What follows belongs to an exercise in optimizing a design on an open flow for a short achievable clock period and few clock cycles; a production flow would make more cautious choices.
In this exercise RTL edits were held to simulation tests only and were not proved equivalent to the original.
Power figures rest on the tool's default switching activity, not on a simulated workload.

`flow/run.sh`:
```
#!/bin/bash
# synth_recipe.tcl (not shown) runs the flow's synth.tcl, then flattens the netlist and writes it again
# the make line also repeats each setting of config.mk as NAME=value (left out here)
make -C /OpenROAD-flow-scripts/flow DESIGN_CONFIG=/design/flow/config.mk WORK_HOME=/design/flow/orfs CLKGATE_MAP_FILE= SYNTH_SCRIPT=/design/flow/synth_recipe.tcl finish
```
`flow/config.mk`:
```
export PLATFORM = sky130hd
export DESIGN_NAME = cpu
export DESIGN_NICKNAME = cpu
export VERILOG_FILES = /design/flow/design.v
export SDC_FILE = /design/flow/constraint.sdc
export NUM_CORES = 4
export LEC_CHECK = 0
export CAP_MARGIN = 20
export CELL_PAD_IN_SITES_DETAIL_PLACEMENT = 1
export CELL_PAD_IN_SITES_GLOBAL_PLACEMENT = 1
export CORE_MARGIN = 2
export CORE_UTILIZATION = 25
export PLACE_DENSITY = 0.4
export SETUP_SLACK_MARGIN = 3.5
export SLEW_MARGIN = 20
export TNS_END_PERCENT = 30
```
`flow/constraint.sdc`:
```
create_clock -name core_clock -period 7.0 [get_ports {clk}]
set_input_delay 1.4000 -clock core_clock [delete_from_list [all_inputs] [get_ports {clk}]]
set_output_delay 1.4000 -clock core_clock [all_outputs]
set_load 0.01 [all_outputs]
```
`flow/design.v`:
```
package cpuPkg;
	localparam int wordWidth = 48;
	localparam int regCount = 32;
	typedef logic [wordWidth-1:0] wordT;
	typedef logic [wordWidth-1:0] instrT;
	typedef logic [4:0] regAddrT;
	typedef logic [3:0] flagsT;
	typedef logic [1:0] aluCmdT;
	typedef logic [3:0] condT;
	localparam int condLsb = 44;
	localparam int opLsb = 41;
	localparam int immSelBit = 40;
	localparam int cmdLsb = 38;
	localparam int setFlagsBit = 37;
	localparam int loadBit = 36;
	localparam int rnLsb = 30;
	localparam int rdLsb = 25;
	localparam int rmLsb = 0;
	localparam int immMsb = 23;
	localparam int flagN = 3;
	localparam int flagZ = 2;
	localparam int flagC = 1;
	localparam int flagV = 0;
	localparam logic [2:0] opData = 3'd0;
	localparam logic [2:0] opMem = 3'd1;
	localparam logic [2:0] opBranch = 3'd2;
	localparam aluCmdT aluAdd = 2'd0;
	localparam aluCmdT aluSub = 2'd1;
	localparam aluCmdT aluAnd = 2'd2;
	localparam aluCmdT aluOrr = 2'd3;
	localparam condT condEq = 4'h0;
	localparam condT condNe = 4'h1;
	localparam condT condMi = 4'h4;
	localparam condT condAl = 4'he;
	localparam logic [1:0] fwdReg = 2'd0;
	localparam logic [1:0] fwdWb = 2'd1;
	localparam logic [1:0] fwdMem = 2'd2;
	localparam instrT nopInstr = {4'hf, 3'b111, 41'd0};
	typedef struct packed {
		logic regWrite;
		logic memWrite;
		logic memToReg;
		logic aluSrc;
		aluCmdT aluCmd;
		logic setFlags;
		logic branch;
		condT cond;
	} ctrlT;
	typedef struct packed {
		ctrlT ctrl;
		wordT rnVal;
		wordT rmVal;
		wordT imm;
		regAddrT ra1;
		regAddrT ra2;
		regAddrT wa3;
		wordT pc;
	} deT;
	typedef struct packed {
		logic regWrite;
		logic memWrite;
		logic memToReg;
		wordT aluOut;
		wordT writeData;
		regAddrT wa3;
	} emT;
	typedef struct packed {
		logic regWrite;
		logic memToReg;
		wordT aluOut;
		wordT readData;
		regAddrT wa3;
	} mwT;
endpackage
`timescale 1ns/10ps
module cpuAdd #(
	parameter int W = 48
) (
	input logic [W-1:0] a,
	input logic [W-1:0] b,
	input logic cin,
	output logic [W-1:0] s,
	output logic cout
);
	localparam int L = (W > 32) ? 6 : (W > 16) ? 5 : (W > 8) ? 4 : (W > 4) ? 3 : 2;
	logic [L:0][W-1:0] g;
	logic [L:0][W-1:0] p;
	always_comb begin
		g[0] = a & b;
		p[0] = a ^ b;
		g[0][0] = (a[0] & b[0]) | ((a[0] ^ b[0]) & cin);
		for (int l = 0; l < L; l++) begin
			for (int i = 0; i < W; i++) begin
				if (i >= (1 << l)) begin
					g[l + 1][i] = g[l][i] | (p[l][i] & g[l][i - (1 << l)]);
					p[l + 1][i] = p[l][i] & p[l][i - (1 << l)];
				end else begin
					g[l + 1][i] = g[l][i];
					p[l + 1][i] = p[l][i];
				end
			end
		end
	end
	assign s = (a ^ b) ^ {g[L][W-2:0], cin};
	assign cout = g[L][W-1];
endmodule
module cpu (
	input logic clk,
	input logic rstN,
	output logic [47:0] pcF,
	input logic [47:0] instr,
	output logic memWrite,
	output logic [47:0] aluOut,
	output logic [47:0] writeData,
	input logic [47:0] readData
);
	function automatic logic condPass(logic [3:0] c, logic n, logic z);
		case (c)
			4'h0: condPass = z;
			4'h1: condPass = !z;
			4'h4: condPass = n;
			4'he: condPass = 1'b1;
			default: condPass = 1'b0;
		endcase
	endfunction
	function automatic logic condValid(logic [3:0] c);
		condValid = (c == 4'h0) || (c == 4'h1) || (c == 4'h4) || (c == 4'he);
	endfunction
	function automatic logic zeroOf(logic lg, logic orr, logic cin, logic [47:0] a, logic [47:0] b);
		if (!lg) begin
			zeroOf = ((a ^ b) == {a[46:0] | b[46:0], cin});
		end else if (orr) begin
			zeroOf = ((a | b) == 48'd0);
		end else begin
			zeroOf = ((a & b) == 48'd0);
		end
	endfunction
	logic flagN, flagZ;
	logic [47:0] regs [0:31];
	logic [31:0] eqOne;
	logic vD;
	logic [47:0] instrD;
	logic [31:0] selAD, selBD;
	logic predTD;
	logic unresD;
	logic [23:0] lo4D, tgtLoD;
	logic [1:0] loD;
	logic c4D;
	logic [1:0] tgtSelD;
	logic [21:0] pcHiD, hiPD, hiMD;
	logic vE;
	logic [3:0] condE;
	logic dataE, loadE, storeE, setFlagsE;
	logic logicE, orE, cinE;
	logic [4:0] rdE;
	logic [47:0] opAE, opBE, opSE;
	logic fwdAE, fwdBE, fwdSE;
	logic [5:0] selE;
	logic [6:0] selRE;
	logic regWriteW, loadW, memWriteW;
	logic [4:0] rdW;
	logic [47:0] resW, writeDataW;
	logic condExE;
	logic [47:0] srcA, srcB, srcS, res;
	logic sumCout;
	logic resZ;
	logic setE;
	logic nextZ;
	assign condExE = vE && condPass(condE, flagN, flagZ);
	assign srcA = fwdAE ? resW : opAE;
	assign srcB = fwdBE ? resW : opBE;
	assign srcS = fwdSE ? resW : opSE;
	logic [47:0] sum00, sum01a, sum01s, sum10;
	logic co00, co01a, co01s, co10;
	cpuAdd #(.W(48)) add00_i (.a(opAE), .b(opBE), .cin(cinE), .s(sum00), .cout(co00));
	cpuAdd #(.W(48)) add01a_i (.a(opAE), .b(resW), .cin(1'b0), .s(sum01a), .cout(co01a));
	cpuAdd #(.W(48)) add01s_i (.a(opAE), .b(~resW), .cin(1'b1), .s(sum01s), .cout(co01s));
	cpuAdd #(.W(48)) add10_i (.a(resW), .b(opBE), .cin(cinE), .s(sum10), .cout(co10));
	assign res = ({48{selRE[0]}} & sum00) | ({48{selRE[1]}} & sum01a) | ({48{selRE[2]}} & sum01s)
		| ({48{selRE[3]}} & sum10) | ({48{selRE[4]}} & {resW[46:0], 1'b0})
		| ({48{selRE[5]}} & (srcA & srcB)) | ({48{selRE[6]}} & (srcA | srcB));
	logic z00, z01a, z01s, z10, z11a;
	assign z00 = zeroOf(logicE, orE, cinE, opAE, opBE);
	assign z01a = zeroOf(logicE, orE, 1'b0, opAE, resW);
	assign z01s = (opAE == resW);
	assign z10 = zeroOf(logicE, orE, cinE, resW, opBE);
	assign z11a = logicE ? (resW == 48'd0) : (resW[46:0] == 47'd0);
	assign resZ = (z00 & selE[0]) | (z01a & selE[1]) | (z01s & selE[2]) | (z10 & selE[3])
		| (z11a & selE[4]) | selE[5];
	assign setE = condExE && dataE && setFlagsE;
	assign nextZ = setE ? resZ : flagZ;
	always_ff @(posedge clk) begin
		if (!rstN) begin
			flagN <= 1'b0;
			flagZ <= 1'b0;
		end else begin
			if (setE) begin
				flagN <= res[47];
			end
			flagZ <= nextZ;
		end
	end
	assign memWrite = memWriteW;
	assign aluOut = resW;
	assign writeData = writeDataW;
	always_ff @(posedge clk) begin
		if (!rstN) begin
			regWriteW <= 1'b0;
			memWriteW <= 1'b0;
		end else begin
			regWriteW <= condExE && (dataE || loadE);
			memWriteW <= condExE && storeE;
		end
		loadW <= loadE;
		rdW <= rdE;
		resW <= res;
		writeDataW <= srcS;
	end
	always_ff @(posedge clk) begin
		if (!rstN) begin
			for (int i = 0; i < 32; i++) begin
				regs[i] <= '0;
			end
		end else if (regWriteW) begin
			regs[rdW] <= resultW;
		end
	end
	logic [47:0] resultW;
	assign resultW = loadW ? readData : resW;
	logic resultWIsOne;
	assign resultWIsOne = (resultW == 48'd1);
	always_ff @(posedge clk) begin
		if (!rstN) begin
			eqOne <= '0;
		end else if (regWriteW) begin
			eqOne[rdW] <= resultWIsOne;
		end
	end
	logic [2:0] opD;
	logic [3:0] condD;
	logic dataD, memD, loadD, storeD, immSelD, subD;
	logic [4:0] raD, rbD, rdD;
	logic [47:0] immD;
	logic [47:0] regAD, regBD, valAD, valBD;
	logic willWriteE;
	logic waitD;
	logic stall;
	logic mispredD;
	assign opD = instrD[43:41];
	assign condD = instrD[47:44];
	logic dataOpD, memOpD;
	logic [4:0] rbOpD;
	assign dataD = vD && dataOpD;
	assign memD = vD && memOpD;
	assign loadD = memD && instrD[36];
	assign storeD = memD && !instrD[36];
	assign immSelD = instrD[40];
	assign subD = dataD && (instrD[39:38] == 2'd1);
	assign raD = instrD[34:30];
	assign rdD = instrD[29:25];
	assign rbD = rbOpD;
	assign immD = {{24{instrD[23]}}, instrD[23:0]};
	always_comb begin
		regAD = '0;
		regBD = '0;
		for (int i = 0; i < 32; i++) begin
			regAD = regAD | ({48{selAD[i]}} & regs[i]);
			regBD = regBD | ({48{selBD[i]}} & regs[i]);
		end
	end
	assign valAD = (regWriteW && rdW == raD) ? resultW : regAD;
	assign valBD = (regWriteW && rdW == rbD) ? resultW : regBD;
	assign willWriteE = condExE && (dataE || loadE);
	logic fwdA, fwdB, logicD;
	assign logicD = dataD && instrD[39];
	assign fwdA = willWriteE && rdE == raD;
	assign fwdB = willWriteE && rdE == rbD && !(immSelD || memD);
	logic [47:0] altPcD;
	always_comb begin
		if (predTD) begin
			altPcD = {c4D ? hiPD : pcHiD, lo4D, loD};
		end else begin
			altPcD = {tgtSelD[0] ? hiPD : (tgtSelD[1] ? hiMD : pcHiD), tgtLoD, loD};
		end
	end
	assign waitD = vD && unresD && setE;
	assign mispredD = vD && unresD && !setE && (condPass(condD, flagN, flagZ) != predTD);
	logic useAD, useBD;
	assign useAD = dataD || memD;
	assign useBD = (dataD && !immSelD) || storeD;
	assign stall = (condExE && loadE && ((useAD && rdE == raD) || (useBD && rdE == rbD))) || waitD;
	always_ff @(posedge clk) begin
		if (!rstN || stall) begin
			vE <= 1'b0;
			condE <= 4'hf;
			dataE <= 1'b0;
			loadE <= 1'b0;
			storeE <= 1'b0;
			setFlagsE <= 1'b0;
		end else begin
			vE <= dataD || memD;
			condE <= condD;
			dataE <= dataD;
			loadE <= loadD;
			storeE <= storeD;
			setFlagsE <= instrD[37];
		end
		logicE <= dataD && instrD[39];
		orE <= instrD[38];
		cinE <= subD;
		rdE <= rdD;
		opAE <= valAD;
		opBE <= ((immSelD || memD) ? immD : valBD) ^ {48{subD}};
		opSE <= valBD;
		fwdAE <= fwdA;
		fwdBE <= fwdB;
		fwdSE <= willWriteE && rdE == rbD;
		selE[0] <= !fwdA && !fwdB;
		selE[1] <= !fwdA && fwdB && !subD;
		selE[2] <= !fwdA && fwdB && subD;
		selE[3] <= fwdA && !fwdB;
		selE[4] <= fwdA && fwdB && !subD;
		selE[5] <= fwdA && fwdB && subD;
		selRE[0] <= !logicD && !fwdA && !fwdB;
		selRE[1] <= !logicD && !fwdA && fwdB && !subD;
		selRE[2] <= !logicD && !fwdA && fwdB && subD;
		selRE[3] <= !logicD && fwdA && !fwdB;
		selRE[4] <= !logicD && fwdA && fwdB && !subD;
		selRE[5] <= logicD && !instrD[38];
		selRE[6] <= logicD && instrD[38];
	end
	logic decD, zDecValid, zDec;
	assign decD = dataD && (condD == 4'he) && instrD[37] && instrD[40] && (instrD[39:38] == 2'd1)
		&& (instrD[23:0] == 24'd1);
	assign zDecValid = decD && !(willWriteE && rdE == raD) && !(regWriteW && rdW == raD);
	assign zDec = |(selAD & eqOne);
	logic [2:0] opF;
	logic [3:0] condF;
	logic brF;
	logic setterD;
	logic exactF;
	logic takeF;
	logic [4:0] raF, rbF;
	logic [23:0] tgtLo;
	logic tgtCarry;
	assign opF = instr[43:41];
	assign condF = instr[47:44];
	assign brF = (opF == 3'd2) && condValid(condF);
	assign setterD = dataD && instrD[37];
	assign exactF = (condF == 4'he) || (!setterD && !setE) || (zDecValid && condF != 4'h4);
	assign takeF = brF && (exactF ? condPass(condF, flagN, zDecValid ? zDec : flagZ) : instr[23]);
	assign raF = instr[34:30];
	assign rbF = (opF == 3'd1) ? instr[29:25] : instr[4:0];
	logic [25:0] pcLo;
	logic [21:0] pcHi;
	logic [1:0] fixSel;
	logic fixPend;
	assign pcF = {pcHi, pcLo};
	assign fixPend = fixSel[0] || fixSel[1];
	logic [23:0] lo4;
	logic c4;
	cpuAdd #(.W(24)) pc4Add_i (.a(pcLo[25:2]), .b(24'd0), .cin(1'b1), .s(lo4), .cout(c4));
	cpuAdd #(.W(24)) tgtAdd_i (.a(pcLo[25:2]), .b(instr[23:0]), .cin(1'b1), .s(tgtLo), .cout(tgtCarry));
	logic [21:0] hiP, hiM;
	logic hiPCout, hiMCout;
	cpuAdd #(.W(22)) hiPAdd_i (.a(pcHi), .b(22'd0), .cin(1'b1), .s(hiP), .cout(hiPCout));
	cpuAdd #(.W(22)) hiMAdd_i (.a(pcHi), .b({22{1'b1}}), .cin(1'b0), .s(hiM), .cout(hiMCout));
	always_ff @(posedge clk) begin
		if (!rstN) begin
			pcLo <= '0;
			pcHi <= '0;
			fixSel <= 2'b00;
		end else if (mispredD) begin
			pcLo <= altPcD[25:0];
			pcHi <= altPcD[47:26];
			fixSel <= 2'b00;
		end else if (fixPend) begin
			pcHi <= fixSel[0] ? hiP : hiM;
			fixSel <= 2'b00;
		end else if (!stall) begin
			pcLo <= takeF ? {tgtLo, pcLo[1:0]} : {lo4, pcLo[1:0]};
			fixSel <= takeF ? {instr[23] && !tgtCarry, !instr[23] && tgtCarry} : {1'b0, c4};
		end
	end
	always_ff @(posedge clk) begin
		if (!rstN || mispredD) begin
			vD <= 1'b0;
			unresD <= 1'b0;
		end else if (!stall) begin
			vD <= !fixPend;
			unresD <= !fixPend && brF && !exactF;
		end
		if (!stall) begin
			instrD <= instr;
			dataOpD <= (opF == 3'd0) && condValid(condF);
			memOpD <= (opF == 3'd1) && condValid(condF);
			rbOpD <= rbF;
			predTD <= takeF;
			lo4D <= lo4;
			c4D <= c4;
			tgtLoD <= tgtLo;
			tgtSelD <= {instr[23] && !tgtCarry, !instr[23] && tgtCarry};
			loD <= pcLo[1:0];
			pcHiD <= pcHi;
			hiPD <= hiP;
			hiMD <= hiM;
			for (int i = 0; i < 32; i++) begin
				selAD[i] <= (raF == 5'(i));
				selBD[i] <= (rbF == 5'(i));
			end
		end
	end
endmodule
```
==> notes.md <==
==> worst max-delay path, cell delays in order (launching register included) <==
cell,delay (ps)
dfxtp_4,360
buf_12,120
ha_4,160
fa_2,420
o21ba_4,230
or4_4,450
o211a_4,190
o311ai_4,290
buf_12,170
o211ai_1,250
nand3_2,260
o21ai_4,140
buf_4,170
mux2i_1,170
nor2_1,60
a2111o_1,370
==> flip-flops by register name (all words and copies together), names as in the netlist, 7 cells and up <==
signal,flops
opSE,48
eqOne,32
pcHiD,22
instrD,43
selRE,7
opAE,48
opBE,48
pcHi,22
lo4D,24
regs,1536
selBD,32
pcLo,26
writeDataW,48
hiMD,21
tgtLoD,24
resW,48
selAD,32
hiPD,22
==> worst min path at each step <==
stage                  end  slack (ps)
finish              rdE[0]         330
global route        rdE[3]         350
CTS                 rdE[0]         340
detailed placement  rdE[3]         330
global placement    rdE[4]         330
floorplan           rdE[0]         320
==> report_power, final <==
part	internal, mW	total [mW]	leakage [nW]	switching (mW)
registers	14.5	15.2	21.6	0.732
clock network	8.37	14.8	4.38	6.42
logic	5.73	18.4	24.4	12.7
==> stage by stage <==
| stage | setup slack [ps] | cells | util (%) |
|---|---|---|---|
| final | 3030 | 17100 | 31.1 |
| after global routing | 3010 | 17100 | 31.0 |
| after CTS | 3070 | 16900 | 30.8 |
| after detailed placement | 1560 | 16300 | 27.8 |
| after global placement | 1450 | 16300 | 27.7 |
| after floorplan | 694 | 10500 | - |
==> per-layer routing <==
metal / vias up / track usage, % / share of wire [%]
met5: - / 0 / 0.041
met4: 50 / 20.6 / 6.8
met3: 2194 / 9.08 / 11
met2: 8507 / 52.1 / 42
met1: 58200 / 47.4 / 41
li1: 41000 / - / -
==> cells by family after synthesis <==
group,Yosys count,share of synthesized area [%]
AOI/OAI and AO/OA,2911,19.6
xor gates and xnor gates,439,3.41
adders and majority gates,375,4.20
buffers and inverters,1187,4.00
DFF,2136,53.6
muxes,267,2.46
and+or+nand+nor,3233,12.7
==> cells in the mapped netlist, drive strengths merged, types with 16 or more instances <==
master	instances	area [µm²]
a22oi	64	480
o22ai	20	125
xnor2	325	2850
inv	255	957
o31ai	33	258
buf	138	578
nor4	101	647
o211ai	24	180
nand2	399	1500
o21ai	309	1550
nand2b	39	244
mux2i	184	1840
nor2b	47	294
and2	25	156
clkbuf	790	2970
a21oi	464	2320
o21a	33	248
or3	17	123
a22o	770	6740
and3	44	277
nor3	173	896
mux2	83	935
dfxtp	367	7350
nand4	309	1930
nand3	104	521
or2	16	100
o221ai	42	368
a211oi	35	268
nor2	1890	7090
xor2	114	998
ha	368	4600
a21o	67	503
a31oi	29	181
a21boi	34	255
o21bai	41	308
a221oi	823	7210
edfxtp	1769	53100
==> cell type report <==
type                       instances  area share, %
sequential                      2136           43.5
multi-input combinational       7233           37.4
timing repair buffer             898           6.45
clock buffer                     373           5.55
tap                             5952           5.34
clock inverter                   141          0.887
inverter                         259          0.722
antenna                          110          0.197
==> timing repair <==
action | CTS | global route
resized for setup | 648 | 159
setup endpoints to repair | 2060 | 1019
hold endpoints to repair | 0 | 0
pin swaps | 119 | 81
cloned | 12 | 3
setup buffers | 163 | 45
==> results by group <==
Run status
  – Status: complete, no violations

Detailed routing
  – Post-route ant nets: 0
  – Drt initial violations: roughly 19000
  – Post-route DRC: 0
  – Vias/cell: 6.43
  – Post-Route WL: between 800000 and 900000 µm
  – Via count: around 110k
  – Wire length per cell: 49.4 µm
  – DR pass1 iterations: 6

Placed design
  – Routability Congestion: roughly 0.96
  – Area after DPL: 125000 µm²
  – Number of port buffers: between 200 and 250
  – Hpwl dp: 510000 µm

STA
  – Layout Skew: ~94 ps
  – Period utilization: 56.7%
  – Worst slew pin tran: between 1000 and 1500 ps
  – Max Fclk: approximately 250 MHz
  – Slew headroom: around 5.3%
  – Final setup vio count: 0
  – Post-route setup TNS: 0 ps
  – Final Hold Fails: 0
  – Min Hold Slack: approximately 330 ps
  – Crit path time final: slightly below 4000 ps
  – RSZ-0062 raised after global routing: true
  – Final Slew Violations: 0

Final layout
  – Multi-input gate area: between 50000 and 60000 µm²
  – Final Cell Area: 140000 µm²
  – Commonest non-fill, non-tap cells in the layout: 1874 x nor2_1, 1769 x edfxtp_1, 810 x a221oi_1, 770 x a22o_1, 489 x buf_4
  – Fraction of layout cells with a size suffix above 1: about 16%
  – Fillers: a little under 50000
  – Most common cell after layout, fill and taps aside: nor2_1
  – Sequential standard cell area: slightly above 60000 µm²
  – Area Growth Syn to Fin: 23.7%
  – Post-layout nets: roughly 11000

Setup path
  – Critical path origin: resW[0]
  – R2R Path End: resW[44]
  – Arr. time, crit path: roughly 4800 ps
  – CP Max Fanout: 3
  – Crit path capture: resW[44]
  – CP Launch Type: flop
  – Worst R2R Setup Slack: around 3000 ps
  – Critical path class: flop to flop
  – Worst r2r src: resW[0]
  – Worst Path Required: approximately 8000 ps
  – Critical path capture point type: flop
  – Worst reg2reg path depth: 15

Global routing
  – First-pass GRT wire length: 1080000 µm
  – GR Overflow Total: 0
  – GRT Util Overall: about 36%
  – Pin count of the biggest net entering global routing: between 150 and 200
  – Number of antenna violations at the first check in global routing: 89
  – Vias in the first global route: ~110k

Clock tree
  – CTS tree: yes
  – H-tree lvl count: 5
  – CTS Buf Count: roughly 280
  – Clock buffer depth: 4
  – Worst-path clk slew: 70 ps
  – Hold buffers post-CTS: 0
  – Worst skew pair latency: 1000 ps
  – Root Driver: clkbuf_16
  – CTS sink count: roughly 2100

Logic synthesis
  – Library cells used by synthesis: 99
  – Ys Warns: 4
  – Synth async-reset ratio: 0%
  – Register bit total from synthesis: around 2100
  – Post-synth EDFFs: 1769
  – Synth Flop Type: edfxtp_1
  – Synth Instances: around 11000
  – Seq/Total Area, Yosys: a little over half
  – Syn_area_per_cell: 10.7 µm²
  – Syn_nets: around 11000
  – Post-synthesis cell area: between 100000 and 150000 µm²

Worst hold path
  – Worst Hold Class: flop to flop
  – WHS Path Cells: 0
  – Hold Startpoint: instrD[25]

Die
  – Die Height: 676 µm
  – Die Width: between 600 and 700 µm
  – Die ar.: between 400000 and 500000 µm²
  – I/O pin count: approximately 240
  – Core Area: 449000 µm²
  – # rows: roughly 250
  – Starting Density: about a quarter

Job
  – Max Cap Violations: 0

Power
  – Peak supply drop: 0.000202 V
  – Leak pwr: 50.4 nW
  – Tot Pwr: 48.4 mW
  – Power Density: 347 nW/µm²
Testbench counts, summed over its fixed seeds: cycles 107,208.

[static timing again, ports no longer ideal]
No port has a modelled driver above. Below, the same layout with a new extraction and two added sets of constraints. Step 1: set_driving_cell puts a clkbuf_16 on clk and a buf_2 on each other input, an assumption about the parent block. Step 2, shift: input delay + t, output delay - t, t = (earliest + latest rising clock arrival at the registers) / 2. This alone moves slack from input paths to output paths. Three values: ideal ports, drivers, drivers and shift; two values: the first two.
t, ns: 1.070
setup WS [ns]: 3.032 / 3.032 / 2.208
hold slack, ns: 0.330 / 0.330 / 0.330
worst setup path after step 2: input to register
After both steps setup and hold are still met in this run. The setup slack of this run moves by 0.000 ns with the drivers and by -0.824 ns with both steps.
